Source: an optimization exercise on an open RTL-to-GDS flow (aim: a short achievable clock period and few clock cycles). Production flows keep margins and buffers that such runs may drop.
Function was checked by simulation only, so behaviour that the tests miss may differ from the original.
No activity file was given, so power comes from the tool's default toggle rates.

before:
## legv8Top
module legv8Top (
    input  logic                   clk,
    input  logic                   rstN,
    output logic [64-1:0] instrAddr,
    input  logic [31:0]            instr,
    output logic                   wbCyc,
    output logic                   wbStb,
    output logic                   wbWe,
    output logic [64-1:0] wbAdr,
    output logic [64-1:0] wbDatW,
    input  logic                   wbAck,
    input  logic [64-1:0] wbDatR
);
For scale: about 290 I/O pins, ~0.19 mm2 of cells after synthesis.
clock: 15.0 ns
lec_check: 0
abc_clock_period_in_ps: 1000
cap_margin: 50
cell_pad_in_sites_detail_placement: 2
cell_pad_in_sites_global_placement: 2
core_margin: 2
core_utilization: 30
cts_cluster_diameter: 100
cts_cluster_size: 20
place_density: 0.5
slew_margin: 70
setup_slack_margin: 10.5
tns_end_percent: 100
remove_abc_buffers: 1
buffer_ports_args: -buffer_cell sky130_fd_sc_hd__buf_4
standard.sh (not shown) runs the stock make flow with config.mk's settings and CLKGATE_MAP_FILE= SYNTH_SCRIPT=/design/flow/synth_recipe.tcl, a recipe that flattens the netlist after the stock synthesis.
==> flow/flow/run.sh <==
#!/bin/bash
# Layout flow: the standard ORFS flow (standard.sh, with its synthesis
# unchanged) with a few extra settings from flow/extra.mk appended to
# the standard flow's config.mk. Each tool's output is in standard_flow.log and in the
# ORFS logs under orfs/logs/.
set -euo pipefail
cat flow/extra.mk >> config.mk
bash standard.sh finish > standard_flow.log 2>&1
==> flow/flow/extra.mk <==
# Added to the standard flow's config.mk by flow/run.sh.
# Timing repair aims for this much setup slack at the 15 ns clock, so that it
# works on the paths that set the achieved period (about 15 - 10.5 ns).
export SETUP_SLACK_MARGIN = 10.5
export TNS_END_PERCENT = 100
# Skip the floorplan-stage repair (it runs on wire-load estimates and does
# not converge with the margin above); ABC's buffers are removed instead.
export REMOVE_ABC_BUFFERS = 1
# Port buffers from the plain buffer family, so that repair can size them.
export BUFFER_PORTS_ARGS = -buffer_cell sky130_fd_sc_hd__buf_4
Having completed the whole flow, before delivered a layout that passed the timing, design-rule and antenna checks.
Testbench counts of before, summed over its fixed seeds: cycles 124,192.
Changes in after relative to before:
- CTS_CLUSTER_SIZE changed from 20 to 22
- CTS_CLUSTER_DIAMETER changed from 100 to 150
## What came out
Having completed the whole flow, after delivered a layout that passed the timing, design-rule and antenna checks.
after against before: clock-pin transition on the worst setup and hold timing paths roughly the same, core utilization saw a decrease, final total power down 0.90 mW, count of clock-buffer cells in the layout decreased by 26 relative to the old numbers, cell leakage power down about 0.8%.
Between after and before, the global-route wire length before repair does not differ in any meaningful way.
Diff before -> after: worst reg-to-reg setup slack picked up an extra 0.03 ns; layout overhead on the synthesized area lost 0.67 points; share of the final layout cell area in multi-input gates picked up an extra 0.22 points.
For the slack of the critical path, after came in 0.044 ns higher than before did.
before has higher final standard cell area without fillers than after.


Another version of the RTL of legv8Top (not shown whole).
Size in the first run: ~15,000 cells after synthesis, ~3,600 flip-flops, ~290 I/O pins, ~190,000 um^2 of cells after synthesis.
Settings: LEC_CHECK=0, ABC_CLOCK_PERIOD_IN_PS=1000, CAP_MARGIN=40, CELL_PAD_IN_SITES_DETAIL_PLACEMENT=2, CELL_PAD_IN_SITES_GLOBAL_PLACEMENT=2, CORE_MARGIN=2, CORE_UTILIZATION=30, PLACE_DENSITY=0.5, SLEW_MARGIN=40, SETUP_SLACK_MARGIN=10.5, TNS_END_PERCENT=100, REMOVE_ABC_BUFFERS=1, BUFFER_PORTS_ARGS=-buffer_cell sky130_fd_sc_hd__buf_4; clock period 15.0 ns.
Scripts as last shown in full above: flow/flow/run.sh, flow/flow/extra.mk
The baseline finished with max-capacitance violations, max-slew violations left.
Testbench counts at the start, summed over its fixed seeds: cycles 124,192.
Next try:
--- a/flow/config.mk
+++ b/flow/config.mk
@@ -7,5 +7,5 @@
 export LEC_CHECK = 0
 export ABC_CLOCK_PERIOD_IN_PS = 1000
-export CAP_MARGIN = 40
+export CAP_MARGIN = 20
 export CELL_PAD_IN_SITES_DETAIL_PLACEMENT = 2
 export CELL_PAD_IN_SITES_GLOBAL_PLACEMENT = 2
@@ -13,5 +13,5 @@
 export CORE_UTILIZATION = 30
 export PLACE_DENSITY = 0.5
-export SLEW_MARGIN = 40
+export SLEW_MARGIN = 20
 # Added to bench's config.mk by flow/run.sh.
 # Timing repair aims for this much setup slack at the 15 ns clock, so that it
The changed run reached the layout checks and failed them: max-capacitance violations, max-slew violations.
Setup slack gains 0.019 ns.
Maximum frequency came out higher by 0.40%.
Area after synthesis stays the same.

## re-timing with driven ports
No port has a modelled driver above. Below, the same layouts with a new extraction and two added sets of constraints. Step 1 assumes that a clkbuf_16 drives the clock port and a buf_2 every other input. Step 2 also shifts input and output timing later by t, the mid clock arrival at the registers, as if the neighbouring blocks saw the same clock. a / b / c = no drivers / after step 1 / after step 2; a / b = the first two.
| run | shift t [ns] | setup WS [ns] | worst setup path at the end | latest minus earliest clock arrival (ns) |
|---|---|---|---|---|
| before | 1.216 | 10.176 / 10.031 / 9.214 | input to register | 0.070 / 0.069 |
| after | 1.184 | 10.220 / 10.070 / 9.301 | input to register | 0.073 / 0.073 |
| the first run of note 2 | 1.247 | 10.149 / 10.009 / 9.120 | input to register | 0.120 / 0.120 |
| the second run of note 2 | 1.223 | 10.169 / 10.041 / 9.199 | input to register | 0.122 / 0.122 |
For the first run of note 2, which loses most, drivers alone change the setup slack by -0.140 ns; drivers and shift together by -1.029 ns.
